This is an optimization exercise on Yosys and OpenROAD, whose aim is small area, not a production implementation. At most, simulation tests tie the RTL to the original design; equivalence was not proved. The clock port is modelled as an ideal driver; clocking choices that lean on that would not hold on a real chip. Power figures rest on the tool's default switching activity, not on a simulated workload.

==> build 52: inputs <==
==> flow/design.v <==
`default_nettype none
`timescale 1ns/100ps
package rv_pkg;
    typedef logic [32-1:0] word_t;
    typedef logic [5-1:0] reg_addr_t;
    typedef enum logic [6:0] {
        OPC_OP_IMM = 7'b0010011,
        OPC_OP     = 7'b0110011
    } opcode_e;
    typedef enum logic [3:0] {
        ALU_ADD  = 4'd0,
        ALU_SLL  = 4'd1,
        ALU_XOR  = 4'd4,
        ALU_SRL  = 4'd5,
        ALU_OR   = 4'd6,
        ALU_AND  = 4'd7,
        ALU_NONE = 4'd8,
        ALU_SUB  = 4'd10,
        ALU_SRA  = 4'd11,
        ALU_SLT  = 4'd12,
        ALU_SLTU = 4'd14
    } alu_op_e;
endpackage
`default_nettype wire
`timescale 1ns/100ps
`default_nettype none
module alu_aoi22 (
    input  wire a1, a2, b1, b2,
    output wire y
);
    assign y = ~((a1 & a2) | (b1 & b2));
endmodule
module alu_oai22 (
    input  wire a1, a2, b1, b2,
    output wire y
);
    assign y = ~((a1 | a2) & (b1 | b2));
endmodule
module alu_ao221 (
    input  wire a1, a2, b1, b2, c,
    output wire y
);
    assign y = (a1 & a2) | (b1 & b2) | c;
endmodule
module alu_nand2 (
    input  wire a, b,
    output wire y
);
    assign y = ~(a & b);
endmodule
module alu_xor2 (
    input  wire a, b,
    output wire y
);
    assign y = a ^ b;
endmodule
module alu_y1 (
    input  wire p, g, c, kp, kc, kg,
    output wire y
);
    assign y = (p & kp) ^ ((c & kc) | (g & kg));
endmodule
module alu_pg (
    input  wire a, b, inv,
    output wire p, g
);
    wire x;
    assign x = b ^ inv;
    assign p = a ^ x;
    assign g = a & x;
endmodule
module alu_carry (
    input  wire [30:0] g,
    input  wire [30:0] p,
    input  wire        cin,
    output logic [31:0] c
);
    logic [31:0] gg [0:9];
    logic [31:0] pp [0:9];
    always_comb begin
        gg[0] = {1'b0, g};
        pp[0] = {1'b0, p};
        gg[0][0] = g[0] | (p[0] & cin);
        for (int l = 1; l <= 5; l++) begin
            gg[l] = gg[l-1];
            pp[l] = pp[l-1];
            for (int i = 0; i < 32; i++) begin
                if (((i + 1) % (1 << l)) == 0) begin
                    gg[l][i] = gg[l-1][i] | (pp[l-1][i] & gg[l-1][i - (1 << (l-1))]);
                    pp[l][i] = pp[l-1][i] & pp[l-1][i - (1 << (l-1))];
                end
            end
        end
        for (int l = 4; l >= 1; l--) begin
            gg[10-l] = gg[9-l];
            pp[10-l] = pp[9-l];
            for (int i = 0; i < 32; i++) begin
                if (i >= (1 << l) && ((i + 1) % (1 << l)) == (1 << (l-1))) begin
                    gg[10-l][i] = gg[9-l][i] | (pp[9-l][i] & gg[9-l][i - (1 << (l-1))]);
                    pp[10-l][i] = pp[9-l][i] & pp[9-l][i - (1 << (l-1))];
                end
            end
        end
        c = {gg[9][30:0], cin};
    end
endmodule
module alu_ctrl (
    input  wire [2:0] f3,
    input  wire       sub,
    output wire       do_sub,
    output wire       kp, kc, kg,
    output wire       ksr, ksl, klt
);
    assign do_sub = sub || (f3[2:1] == 2'b01);
    assign kp  = (f3 == 3'b000) || (f3 == 3'b100) || (f3 == 3'b110);
    assign kc  = (f3 == 3'b000);
    assign kg  = (f3 == 3'b110) || (f3 == 3'b111);
    assign ksr = (f3 == 3'b101);
    assign ksl = (f3 == 3'b001);
    assign klt = (f3[2:1] == 2'b01);
endmodule
module alu_bit0 (
    input  wire p31, c31, a31, uns,
    input  wire y1, sr0, sr31,
    input  wire ksr, ksl, klt,
    output wire y
);
    wire lt;
    assign lt = p31 ? !c31 : (a31 ^ uns);
    assign y  = y1 | (ksr & sr0) | (ksl & sr31) | (klt & lt);
endmodule
module alu_execute (
    input  wire  [2:0]  f3,
    input  wire         sub,
    input  wire         sra,
    input  wire  [31:0] a,
    input  wire  [31:0] b,
    output wire  [31:0] y
);
    wire        do_sub, kp, kc, kg, ksr, ksl, klt;
    wire [31:0] p;
    wire [31:0] g;
    wire [31:0] c;
    wire [31:0] y1;
    alu_ctrl u_ctrl (
        .f3 (f3), .sub (sub), .do_sub (do_sub),
        .kp (kp), .kc (kc), .kg (kg), .ksr (ksr), .ksl (ksl), .klt (klt)
    );
    for (genvar i = 0; i < 32; i++) begin : g_pg
        alu_pg u_pg (.a(a[i]), .b(b[i]), .inv(do_sub), .p(p[i]), .g(g[i]));
    end
    alu_carry u_carry (.g(g[30:0]), .p(p[30:0]), .cin(do_sub), .c(c));
    for (genvar i = 0; i < 32; i++) begin : g_al
        alu_y1 u_y1 (.p(p[i]), .g(g[i]), .c(c[i]), .kp(kp), .kc(kc), .kg(kg), .y(y1[i]));
    end
    wire [31:0] st [0:6];
    wire [5:0]  s;
    wire [5:0]  sn;
    wire        fill_t, fill_n;
    assign st[0]  = a;
    assign s      = {b[4:0], f3[2]};
    assign sn     = ~s;
    assign fill_t = sra && f3[2] && a[31];
    assign fill_n = !fill_t;
    for (genvar i = 0; i < 32; i++) begin : g_rev
        alu_oai22 u_r (.a1(sn[0]), .a2(st[0][i]), .b1(s[0]), .b2(st[0][31-i]), .y(st[1][i]));
    end
    for (genvar k = 0; k < 5; k++) begin : g_stage
        wire fill_k;
        assign fill_k = (k % 2 == 0) ? fill_n : fill_t;
        for (genvar i = 0; i < 32; i++) begin : g_b
            if (i + (1 << k) < 32) begin : g_in
                alu_oai22 u_m (.a1(sn[k+1]), .a2(st[k+1][i + (1 << k)]), .b1(s[k+1]), .b2(st[k+1][i]), .y(st[k+2][i]));
            end else begin : g_fill
                alu_oai22 u_m (.a1(sn[k+1]), .a2(fill_k), .b1(s[k+1]), .b2(st[k+1][i]), .y(st[k+2][i]));
            end
        end
    end
    alu_bit0 u_b0 (
        .p31 (p[31]), .c31 (c[31]), .a31 (a[31]), .uns (f3[0]),
        .y1 (y1[0]), .sr0 (st[6][0]), .sr31 (st[6][31]),
        .ksr (ksr), .ksl (ksl), .klt (klt), .y (y[0])
    );
    for (genvar i = 1; i < 32; i++) begin : g_y
        alu_ao221 u_y (.a1(ksr), .a2(st[6][i]), .b1(ksl), .b2(st[6][31-i]), .c(y1[i]), .y(y[i]));
    end
endmodule
`default_nettype wire
`timescale 1ns/100ps
`default_nettype none
module rf_aoi222 (
    input  wire a1, a2, b1, b2, c1, c2,
    output wire y
);
    assign y = ~((a1 & a2) | (b1 & b2) | (c1 & c2));
endmodule
module rf_nand4 (
    input  wire a, b, c, d,
    output wire y
);
    assign y = ~(a & b & c & d);
endmodule
module rf_nand2 (
    input  wire a, b,
    output wire y
);
    assign y = ~(a & b);
endmodule
module rf_or3 (
    input  wire a, b, c,
    output wire y
);
    assign y = a | b | c;
endmodule
module rf_rbit (
    input  wire [31:1] sel,
    input  wire [31:1] d,
    input  wire        xn,
    output wire        y
);
    wire [11:0] t;
    for (genvar k = 0; k < 10; k++) begin : g_t
        rf_aoi222 u_t (
            .a1 (sel[3*k+1]), .a2 (d[3*k+1]),
            .b1 (sel[3*k+2]), .b2 (d[3*k+2]),
            .c1 (sel[3*k+3]), .c2 (d[3*k+3]),
            .y  (t[k])
        );
    end
    rf_nand2 u_t10 (.a(sel[31]), .b(d[31]), .y(t[10]));
    assign t[11] = xn;
    wire [2:0] o;
    rf_nand4 u_o0 (.a(t[0]), .b(t[1]), .c(t[2]),  .d(t[3]),  .y(o[0]));
    rf_nand4 u_o1 (.a(t[4]), .b(t[5]), .c(t[6]),  .d(t[7]),  .y(o[1]));
    rf_nand4 u_o2 (.a(t[8]), .b(t[9]), .c(t[10]), .d(t[11]), .y(o[2]));
    rf_or3   u_y  (.a(o[0]), .b(o[1]), .c(o[2]), .y(y));
endmodule
module rf_sel (
    input  wire [4:0]  addr,
    input  wire        en,
    input  wire [31:1] valid,
    output wire [31:1] sel
);
    for (genvar i = 1; i < 32; i++) begin : g_s
        assign sel[i] = en && valid[i] && (addr == 5'(i));
    end
endmodule
module reg_file (
    input  wire [4:0]      addr,
    input  wire            en,
    input  wire [31:1]     valid,
    input  wire [32*32-1:0] regs,    
    input  wire [31:0]     xn,
    output wire [31:0]     y
);
    wire [31:1] sel;
    rf_sel u_sel (.addr(addr), .en(en), .valid(valid), .sel(sel));
    for (genvar b = 0; b < 32; b++) begin : g_b
        wire [31:1] d;
        for (genvar i = 1; i < 32; i++) begin : g_d
            assign d[i] = regs[32*i + b];
        end
        rf_rbit u_bit (.sel(sel), .d(d), .xn(xn[b]), .y(y[b]));
    end
endmodule
`default_nettype wire
`timescale 1ns/100ps
`default_nettype none
module rv_core_top (
    input  wire                clk,
    input  wire                reset,
    input  wire rv_pkg::word_t instr,
    input  wire                instr_req,
    output logic               instr_ack,
    output logic               wb_valid,
    output rv_pkg::reg_addr_t  wb_rd,
    output rv_pkg::word_t      wb_data
);
    logic        accept;
    logic        supported;
    logic        exec1;
    logic        exec;
    logic [4:0]  ir_rs1;
    logic [11:0] ir_hi;
    logic [2:0]  ir_f3;
    logic [4:0]  ir_rd;
    logic        ir_op;
    logic [31:0] op_a;
    logic [31:0] regs [1:31];
    logic [31:1] valid;
    logic [32*32-1:0] regs_flat;
    logic [31:1] we;
    logic [4:0]  raddr;
    logic        use_imm;
    logic [31:0] imm_n;
    logic [31:0] bus;
    logic [31:0] result;
    assign accept    = instr_req && !instr_ack;
    assign supported = (instr[6:0] == 7'b0110011) || (instr[6:0] == 7'b0010011);
    always_ff @(posedge clk) begin
        if (reset) begin
            instr_ack <= 1'b0;
            exec1     <= 1'b0;
            exec      <= 1'b0;
        end else begin
            instr_ack <= instr_req;
            exec1     <= accept && supported;
            exec      <= exec1;
        end
    end
    always_ff @(posedge clk) begin
        ir_rs1 <= instr[19:15];
        op_a   <= bus;
    end
    always_ff @(posedge clk) begin
        if (accept) begin
            ir_hi <= instr[31:20];
            ir_f3 <= instr[14:12];
            ir_rd <= instr[11:7];
            ir_op <= instr[5];
        end
    end
    always_comb begin
        for (int i = 1; i < 32; i++) begin
            we[i] = exec && (ir_rd == 5'(i));
        end
    end
    always_ff @(posedge clk) begin
        if (reset) begin
            valid <= '0;
        end else begin
            valid <= valid | we;
        end
    end
    for (genvar i = 1; i < 32; i++) begin : g_reg
        always_ff @(posedge clk) begin
            if (we[i]) begin
                regs[i] <= result;
            end
        end
    end
    always_comb begin
        regs_flat[31:0] = '0;
        for (int i = 1; i < 32; i++) begin
            regs_flat[32*i +: 32] = regs[i];
        end
    end
    assign raddr   = exec ? ir_hi[4:0] : ir_rs1;
    assign use_imm = exec && !ir_op;
    assign imm_n   = ~({{20{ir_hi[11]}}, ir_hi} & {32{use_imm}});
    reg_file u_read (
        .addr  (raddr),
        .en    (!use_imm),
        .valid (valid),
        .regs  (regs_flat),
        .xn    (imm_n),
        .y     (bus)
    );
    alu_execute u_alu (
        .f3  (ir_f3),
        .sub (ir_op && ir_hi[10] && (ir_f3 == 3'b000)),
        .sra (ir_hi[10]),
        .a   (op_a),
        .b   (bus),
        .y   (result)
    );
    assign wb_valid = exec && (ir_rd != 5'd0);
    assign wb_rd    = ir_rd;
    assign wb_data  = result;
endmodule
`default_nettype wire
==> flow/run.sh <==
#!/bin/bash
# synth_recipe.tcl (not shown) runs the flow's synth.tcl, then flattens the netlist and writes it again
# the make line also repeats each setting of config.mk as NAME=value (left out here)
make -C /OpenROAD-flow-scripts/flow DESIGN_CONFIG=/design/flow/config.mk WORK_HOME=/design/flow/orfs CLKGATE_MAP_FILE= SYNTH_SCRIPT=/design/flow/synth_recipe.tcl finish
==> flow/config.mk <==
export PLATFORM = sky130hd
export DESIGN_NAME = rv_core_top
export DESIGN_NICKNAME = rv_core_top
export VERILOG_FILES = /design/flow/design.v
export SDC_FILE = /design/flow/constraint.sdc
export NUM_CORES = 4
export LEC_CHECK = 0
export CAP_MARGIN = 20
export CORE_MARGIN = 2
export CORE_UTILIZATION = 40
export CTS_BUF_LIST = sky130_fd_sc_hd__clkbuf_4 sky130_fd_sc_hd__clkbuf_8
export SLEW_MARGIN = 20
export SYNTH_HIERARCHICAL = 1
==> flow/constraint.sdc <==
create_clock -name core_clock -period 8.0 [get_ports {clk}]
set_input_delay 1.6000 -clock core_clock [delete_from_list [all_inputs] [get_ports {clk}]]
set_output_delay 1.6000 -clock core_clock [all_outputs]
set_load 0.01 [all_outputs]
==> build 67: changes against build 52 <==
--- a/flow/design.v
+++ b/flow/design.v
@@ -65,9 +65,15 @@
     output wire p, g
 );
     wire x;
-    assign x = b ^ inv;
-    assign p = a ^ x;
-    assign g = a & x;
+    alu_xor2 u_x (.a(b), .b(inv), .y(x));
+    alu_xor2 u_p (.a(a), .b(x), .y(p));
+    alu_and2 u_g (.a(a), .b(x), .y(g));
+endmodule
+module alu_and2 (
+    input  wire a, b,
+    output wire y
+);
+    assign y = a & b;
 endmodule
 module alu_carry (
     input  wire [30:0] g,
@@ -236,25 +242,25 @@
     rf_or3   u_y  (.a(o[0]), .b(o[1]), .c(o[2]), .y(y));
 endmodule
 module rf_sel (
-    input  wire [4:0]  addr,
-    input  wire        en,
+    input  wire [3:0]  hi,
+    input  wire [7:0]  lo,
     input  wire [31:1] valid,
     output wire [31:1] sel
 );
     for (genvar i = 1; i < 32; i++) begin : g_s
-        assign sel[i] = en && valid[i] && (addr == 5'(i));
+        assign sel[i] = hi[i/8] && lo[i%8] && valid[i];
     end
 endmodule
 module reg_file (
-    input  wire [4:0]      addr,
-    input  wire            en,
+    input  wire [3:0]      hi,
+    input  wire [7:0]      lo,
     input  wire [31:1]     valid,
     input  wire [32*32-1:0] regs,    
     input  wire [31:0]     xn,
     output wire [31:0]     y
 );
     wire [31:1] sel;
-    rf_sel u_sel (.addr(addr), .en(en), .valid(valid), .sel(sel));
+    rf_sel u_sel (.hi(hi), .lo(lo), .valid(valid), .sel(sel));
     for (genvar b = 0; b < 32; b++) begin : g_b
         wire [31:1] d;
         for (genvar i = 1; i < 32; i++) begin : g_d
@@ -280,17 +286,21 @@
     logic        supported;
     logic        exec1;
     logic        exec;
+    logic [3:0]  ra_hi;
+    logic [7:0]  ra_lo;
+    logic [4:0]  ra_next;
+    logic        ra_en;
+    logic [11:0] ir_imm;
     logic [4:0]  ir_rs1;
-    logic [11:0] ir_hi;
     logic [2:0]  ir_f3;
+    logic        ir_b30;
     logic [4:0]  ir_rd;
     logic        ir_op;
-    logic [31:0] op_a;
+    logic [31:0] op_b;
     logic [31:0] regs [1:31];
     logic [31:1] valid;
     logic [32*32-1:0] regs_flat;
     logic [31:1] we;
-    logic [4:0]  raddr;
     logic        use_imm;
     logic [31:0] imm_n;
     logic [31:0] bus;
@@ -308,16 +318,27 @@
             exec      <= exec1;
         end
     end
+    assign ra_next = accept ? instr[24:20] : ir_rs1;
+    assign ra_en   = accept ? instr[5] : 1'b1;
+    always_ff @(posedge clk) begin
+        for (int j = 0; j < 4; j++) begin
+            ra_hi[j] <= ra_en && (ra_next[4:3] == 2'(j));
+        end
+        for (int j = 0; j < 8; j++) begin
+            ra_lo[j] <= (ra_next[2:0] == 3'(j));
+        end
+    end
     always_ff @(posedge clk) begin
+        ir_imm <= instr[31:20];
         ir_rs1 <= instr[19:15];
-        op_a   <= bus;
+        op_b   <= bus;
     end
     always_ff @(posedge clk) begin
         if (accept) begin
-            ir_hi <= instr[31:20];
-            ir_f3 <= instr[14:12];
-            ir_rd <= instr[11:7];
-            ir_op <= instr[5];
+            ir_f3  <= instr[14:12];
+            ir_b30 <= instr[30];
+            ir_rd  <= instr[11:7];
+            ir_op  <= instr[5];
         end
     end
     always_comb begin
@@ -345,12 +366,11 @@
             regs_flat[32*i +: 32] = regs[i];
         end
     end
-    assign raddr   = exec ? ir_hi[4:0] : ir_rs1;
-    assign use_imm = exec && !ir_op;
-    assign imm_n   = ~({{20{ir_hi[11]}}, ir_hi} & {32{use_imm}});
+    assign use_imm = exec1 && !ir_op;
+    assign imm_n   = ~({{20{ir_imm[11]}}, ir_imm} & {32{use_imm}});
     reg_file u_read (
-        .addr  (raddr),
-        .en    (!use_imm),
+        .hi    (ra_hi),
+        .lo    (ra_lo),
         .valid (valid),
         .regs  (regs_flat),
         .xn    (imm_n),
@@ -358,10 +378,10 @@
     );
     alu_execute u_alu (
         .f3  (ir_f3),
-        .sub (ir_op && ir_hi[10] && (ir_f3 == 3'b000)),
-        .sra (ir_hi[10]),
-        .a   (op_a),
-        .b   (bus),
+        .sub (ir_op && ir_b30 && (ir_f3 == 3'b000)),
+        .sra (ir_b30),
+        .a   (bus),
+        .b   (op_b),
         .y   (result)
     );
     assign wb_valid = exec && (ir_rd != 5'd0);
==> flow/flow/run.sh (new file) <==
#!/bin/bash
set -euo pipefail
cd "$(dirname "$0")/.."
export BUFFER_PORTS_ARGS="-buffer_cell sky130_fd_sc_hd__buf_2"
bash standard.sh > standard.log 2>&1
==> flow/standard.sh (new file) <==
#!/bin/bash
# synth_recipe.tcl (not shown) runs the flow's synth.tcl, then flattens the netlist and writes it again
# the make line also repeats each setting of config.mk as NAME=value (left out here)
make -C /OpenROAD-flow-scripts/flow DESIGN_CONFIG=/design/flow/config.mk WORK_HOME=/design/flow/orfs CLKGATE_MAP_FILE= SYNTH_SCRIPT=/design/flow/synth_recipe.tcl "${@:-finish}"
CORE_UTILIZATION = 60   (was 40)
CTS_BUF_LIST = sky130_fd_sc_hd__clkbuf_4 sky130_fd_sc_hd__clkbuf_8 sky130_fd_sc_hd__clkbuf_16   (was sky130_fd_sc_hd__clkbuf_4 sky130_fd_sc_hd__clkbuf_8)
CTS_CLUSTER_DIAMETER = 100   (was default)
CTS_CLUSTER_SIZE = 30   (was default)
PLACE_DENSITY = 0.75   (was default)
SETUP_SLACK_MARGIN = 0.05   (was default)
removed: flow/run.sh
==> build 86: changes against build 52 <==
--- a/flow/design.v
+++ b/flow/design.v
@@ -58,16 +58,33 @@
     input  wire p, g, c, kp, kc, kg,
     output wire y
 );
-    assign y = (p & kp) ^ ((c & kc) | (g & kg));
+    wire pn, cn, gn, m;
+    alu_nand2 u_pn (.a(p), .b(kp), .y(pn));
+    alu_nand2 u_cn (.a(c), .b(kc), .y(cn));
+    alu_nand2 u_gn (.a(g), .b(kg), .y(gn));
+    alu_nand2 u_m  (.a(cn), .b(gn), .y(m));
+    alu_xnor2 u_y  (.a(pn), .b(m), .y(y));
+endmodule
+module alu_xnor2 (
+    input  wire a, b,
+    output wire y
+);
+    assign y = ~(a ^ b);
 endmodule
 module alu_pg (
     input  wire a, b, inv,
     output wire p, g
 );
     wire x;
-    assign x = b ^ inv;
-    assign p = a ^ x;
-    assign g = a & x;
+    alu_xor2 u_x (.a(b), .b(inv), .y(x));
+    alu_xor2 u_p (.a(a), .b(x), .y(p));
+    alu_and2 u_g (.a(a), .b(x), .y(g));
+endmodule
+module alu_and2 (
+    input  wire a, b,
+    output wire y
+);
+    assign y = a & b;
 endmodule
 module alu_carry (
     input  wire [30:0] g,
@@ -236,25 +253,25 @@
     rf_or3   u_y  (.a(o[0]), .b(o[1]), .c(o[2]), .y(y));
 endmodule
 module rf_sel (
-    input  wire [4:0]  addr,
-    input  wire        en,
+    input  wire [3:0]  hi,
+    input  wire [7:0]  lo,
     input  wire [31:1] valid,
     output wire [31:1] sel
 );
     for (genvar i = 1; i < 32; i++) begin : g_s
-        assign sel[i] = en && valid[i] && (addr == 5'(i));
+        assign sel[i] = hi[i/8] && lo[i%8] && valid[i];
     end
 endmodule
 module reg_file (
-    input  wire [4:0]      addr,
-    input  wire            en,
+    input  wire [3:0]      hi,
+    input  wire [7:0]      lo,
     input  wire [31:1]     valid,
     input  wire [32*32-1:0] regs,    
     input  wire [31:0]     xn,
     output wire [31:0]     y
 );
     wire [31:1] sel;
-    rf_sel u_sel (.addr(addr), .en(en), .valid(valid), .sel(sel));
+    rf_sel u_sel (.hi(hi), .lo(lo), .valid(valid), .sel(sel));
     for (genvar b = 0; b < 32; b++) begin : g_b
         wire [31:1] d;
         for (genvar i = 1; i < 32; i++) begin : g_d
@@ -280,17 +297,21 @@
     logic        supported;
     logic        exec1;
     logic        exec;
+    logic [3:0]  ra_hi;
+    logic [7:0]  ra_lo;
+    logic [4:0]  ra_next;
+    logic        ra_en;
+    logic [11:0] ir_imm;
     logic [4:0]  ir_rs1;
-    logic [11:0] ir_hi;
     logic [2:0]  ir_f3;
+    logic        ir_b30;
     logic [4:0]  ir_rd;
     logic        ir_op;
-    logic [31:0] op_a;
+    logic [31:0] op_b;
     logic [31:0] regs [1:31];
     logic [31:1] valid;
     logic [32*32-1:0] regs_flat;
     logic [31:1] we;
-    logic [4:0]  raddr;
     logic        use_imm;
     logic [31:0] imm_n;
     logic [31:0] bus;
@@ -308,16 +329,27 @@
             exec      <= exec1;
         end
     end
+    assign ra_next = accept ? instr[24:20] : ir_rs1;
+    assign ra_en   = accept ? instr[5] : 1'b1;
+    always_ff @(posedge clk) begin
+        for (int j = 0; j < 4; j++) begin
+            ra_hi[j] <= ra_en && (ra_next[4:3] == 2'(j));
+        end
+        for (int j = 0; j < 8; j++) begin
+            ra_lo[j] <= (ra_next[2:0] == 3'(j));
+        end
+    end
     always_ff @(posedge clk) begin
+        ir_imm <= instr[31:20];
         ir_rs1 <= instr[19:15];
-        op_a   <= bus;
+        op_b   <= bus;
     end
     always_ff @(posedge clk) begin
         if (accept) begin
-            ir_hi <= instr[31:20];
-            ir_f3 <= instr[14:12];
-            ir_rd <= instr[11:7];
-            ir_op <= instr[5];
+            ir_f3  <= instr[14:12];
+            ir_b30 <= instr[30];
+            ir_rd  <= instr[11:7];
+            ir_op  <= instr[5];
         end
     end
     always_comb begin
@@ -345,12 +377,11 @@
             regs_flat[32*i +: 32] = regs[i];
         end
     end
-    assign raddr   = exec ? ir_hi[4:0] : ir_rs1;
-    assign use_imm = exec && !ir_op;
-    assign imm_n   = ~({{20{ir_hi[11]}}, ir_hi} & {32{use_imm}});
+    assign use_imm = exec1 && !ir_op;
+    assign imm_n   = ~({{20{ir_imm[11]}}, ir_imm} & {32{use_imm}});
     reg_file u_read (
-        .addr  (raddr),
-        .en    (!use_imm),
+        .hi    (ra_hi),
+        .lo    (ra_lo),
         .valid (valid),
         .regs  (regs_flat),
         .xn    (imm_n),
@@ -358,10 +389,10 @@
     );
     alu_execute u_alu (
         .f3  (ir_f3),
-        .sub (ir_op && ir_hi[10] && (ir_f3 == 3'b000)),
-        .sra (ir_hi[10]),
-        .a   (op_a),
-        .b   (bus),
+        .sub (ir_op && ir_b30 && (ir_f3 == 3'b000)),
+        .sra (ir_b30),
+        .a   (bus),
+        .b   (op_b),
         .y   (result)
     );
     assign wb_valid = exec && (ir_rd != 5'd0);
==> flow/flow/run.sh (new file) <==
#!/bin/bash
set -euo pipefail
cd "$(dirname "$0")/.."
export BUFFER_PORTS_ARGS="-buffer_cell sky130_fd_sc_hd__buf_2"
export CTS_ARGS="-sink_clustering_enable -repair_clock_nets -sink_clustering_size 30 -sink_clustering_max_diameter 100 -buf_list {sky130_fd_sc_hd__clkbuf_4 sky130_fd_sc_hd__clkbuf_8 sky130_fd_sc_hd__clkbuf_16} -dont_use_dummy_load"
bash standard.sh > standard.log 2>&1
==> flow/standard.sh (new file) <==
#!/bin/bash
# synth_recipe.tcl (not shown) runs the flow's synth.tcl, then flattens the netlist and writes it again
# the make line also repeats each setting of config.mk as NAME=value (left out here)
make -C /OpenROAD-flow-scripts/flow DESIGN_CONFIG=/design/flow/config.mk WORK_HOME=/design/flow/orfs CLKGATE_MAP_FILE= SYNTH_SCRIPT=/design/flow/synth_recipe.tcl "${@:-finish}"
CORE_UTILIZATION = 60   (was 40)
CTS_BUF_LIST = sky130_fd_sc_hd__clkbuf_4 sky130_fd_sc_hd__clkbuf_8 sky130_fd_sc_hd__clkbuf_16   (was sky130_fd_sc_hd__clkbuf_4 sky130_fd_sc_hd__clkbuf_8)
CTS_CLUSTER_DIAMETER = 100   (was default)
CTS_CLUSTER_SIZE = 30   (was default)
PLACE_DENSITY = 0.75   (was default)
SETUP_SLACK_MARGIN = 0.05   (was default)
removed: flow/run.sh
==> trial 65: changes against build 52 <==
--- a/flow/design.v
+++ b/flow/design.v
@@ -236,25 +236,25 @@
     rf_or3   u_y  (.a(o[0]), .b(o[1]), .c(o[2]), .y(y));
 endmodule
 module rf_sel (
-    input  wire [4:0]  addr,
-    input  wire        en,
+    input  wire [3:0]  hi,
+    input  wire [7:0]  lo,
     input  wire [31:1] valid,
     output wire [31:1] sel
 );
     for (genvar i = 1; i < 32; i++) begin : g_s
-        assign sel[i] = en && valid[i] && (addr == 5'(i));
+        assign sel[i] = hi[i/8] && lo[i%8] && valid[i];
     end
 endmodule
 module reg_file (
-    input  wire [4:0]      addr,
-    input  wire            en,
+    input  wire [3:0]      hi,
+    input  wire [7:0]      lo,
     input  wire [31:1]     valid,
     input  wire [32*32-1:0] regs,    
     input  wire [31:0]     xn,
     output wire [31:0]     y
 );
     wire [31:1] sel;
-    rf_sel u_sel (.addr(addr), .en(en), .valid(valid), .sel(sel));
+    rf_sel u_sel (.hi(hi), .lo(lo), .valid(valid), .sel(sel));
     for (genvar b = 0; b < 32; b++) begin : g_b
         wire [31:1] d;
         for (genvar i = 1; i < 32; i++) begin : g_d
@@ -280,7 +280,10 @@
     logic        supported;
     logic        exec1;
     logic        exec;
-    logic [4:0]  ir_rs1;
+    logic [3:0]  ra_hi;
+    logic [7:0]  ra_lo;
+    logic [4:0]  ra_next;
+    logic        ra_en;
     logic [11:0] ir_hi;
     logic [2:0]  ir_f3;
     logic [4:0]  ir_rd;
@@ -290,7 +293,6 @@
     logic [31:1] valid;
     logic [32*32-1:0] regs_flat;
     logic [31:1] we;
-    logic [4:0]  raddr;
     logic        use_imm;
     logic [31:0] imm_n;
     logic [31:0] bus;
@@ -308,9 +310,18 @@
             exec      <= exec1;
         end
     end
+    assign ra_next = accept ? instr[19:15] : ir_hi[4:0];
+    assign ra_en   = accept || ir_op;
     always_ff @(posedge clk) begin
-        ir_rs1 <= instr[19:15];
-        op_a   <= bus;
+        for (int j = 0; j < 4; j++) begin
+            ra_hi[j] <= ra_en && (ra_next[4:3] == 2'(j));
+        end
+        for (int j = 0; j < 8; j++) begin
+            ra_lo[j] <= (ra_next[2:0] == 3'(j));
+        end
+    end
+    always_ff @(posedge clk) begin
+        op_a <= bus;
     end
     always_ff @(posedge clk) begin
         if (accept) begin
@@ -345,12 +356,11 @@
             regs_flat[32*i +: 32] = regs[i];
         end
     end
-    assign raddr   = exec ? ir_hi[4:0] : ir_rs1;
     assign use_imm = exec && !ir_op;
     assign imm_n   = ~({{20{ir_hi[11]}}, ir_hi} & {32{use_imm}});
     reg_file u_read (
-        .addr  (raddr),
-        .en    (!use_imm),
+        .hi    (ra_hi),
+        .lo    (ra_lo),
         .valid (valid),
         .regs  (regs_flat),
         .xn    (imm_n),
CTS_BUF_LIST = sky130_fd_sc_hd__clkbuf_4 sky130_fd_sc_hd__clkbuf_8 sky130_fd_sc_hd__clkbuf_16   (was sky130_fd_sc_hd__clkbuf_4 sky130_fd_sc_hd__clkbuf_8)
==> reports/results.env <==
OUTCOME='complete, no violations'
PWR-SHARE-SEQ_PCT=67.0
COMB_CELL_POWER_W=0.000354
PLACE_AREA_UM2=43730
SEQAREAFRACTION_PCT=70.91
WL_PER_CELL_UM=33.82
SYNTHESIS.AREA_UM2=41130
[end of results for build 67]
==> reports/results.env <==
OUTCOME='complete, but fails checks'
FAILED_CHECKS='negative setup slack'
HORIZ_DIE_DIM_UM=323.8
FINAL_REPORT_SETUP_VIOLATION_COUNT=4
FINALWORSTSETUPSLACK_PS=-110.2
TIMING.FINAL.HOLD_VIOLATIONS=0
COMB_CELL_POWER_W=0.000433
CTSROOTBUFFERMASTER='sky130_fd_sc_hd__clkbuf_8'
PWR-SHARE-SEQ_PCT=55.1
SEQAREAFRACTION_PCT=63.70
[end of results for build 52]
==> reports/results.env <==
WL_PER_CELL_UM=31.41
PWR-SHARE-SEQ_PCT=53.3
FIRST_GLOBAL_VIAS=24750
TIMING.HOLD.WORST.CLASS='reg -> reg'
CELLLEAKAGEPOWER_nW=16.02
INSTANCES_NO_FILL=4069
SYNTHESIS.AREA_UM2=41030
SEQAREAFRACTION_PCT=65.59
PLACE_AREA_UM2=44790
OUTCOME='complete, no violations'
COMB_CELL_POWER_W=0.000411
LAYOUT.CELL_AREA.NON_FILLER_UM2=48760
SLEW_VIOL_FINAL=0
[end of results for trial 65]
==> reports/results.env <==
SEQAREAFRACTION_PCT=71.05
PWR-SHARE-SEQ_PCT=68.5
PLACE_AREA_UM2=43750
SYNTHESIS.AREA_UM2=41080
DRT_MET1_WL_MM=41.59
COMB_CELL_POWER_W=0.000367
OUTCOME='complete, no violations'
[end of results for build 86]
For build 52 and trial 65, only the layout was checked, not whether the RTL still works.

## afterwards: timing with drivers on the ports
Ports are ideal in the flow. The routed layouts listed here were re-timed in OpenROAD. Step 1 assumes that a clkbuf_16 drives the clock port and a buf_2 every other input. Step 2 adds t to the input delays and takes it off the output delays; t is the mean of the earliest and latest rising clock arrival at the registers after step 1. Input paths then give back, and output paths get back, about the clock's delay inside the block. Three values: ideal, step 1, step 2; two values: the first two.
| run | shift t [ns] | setup slack, ns | hold slack, ns | worst setup path after step 2 | clock arrival spread, ns |
|---|---|---|---|---|---|
| build 52 | 0.891 | -0.110 / -0.175 / 0.716 | 0.469 / 0.469 / 0.469 | register to output | 0.029 / 0.030 |
| build 67 | 0.680 | 0.232 / 0.168 / 0.848 | 0.478 / 0.478 / 0.478 | register to output | 0.024 / 0.024 |
| build 86 | 0.667 | 0.164 / 0.099 / 0.766 | 0.474 / 0.474 / 0.474 | register to output | 0.084 / 0.085 |
| trial 65 | 0.750 | 0.108 / 0.043 / 0.793 | 0.463 / 0.463 / 0.463 | register to output | 0.040 / 0.040 |
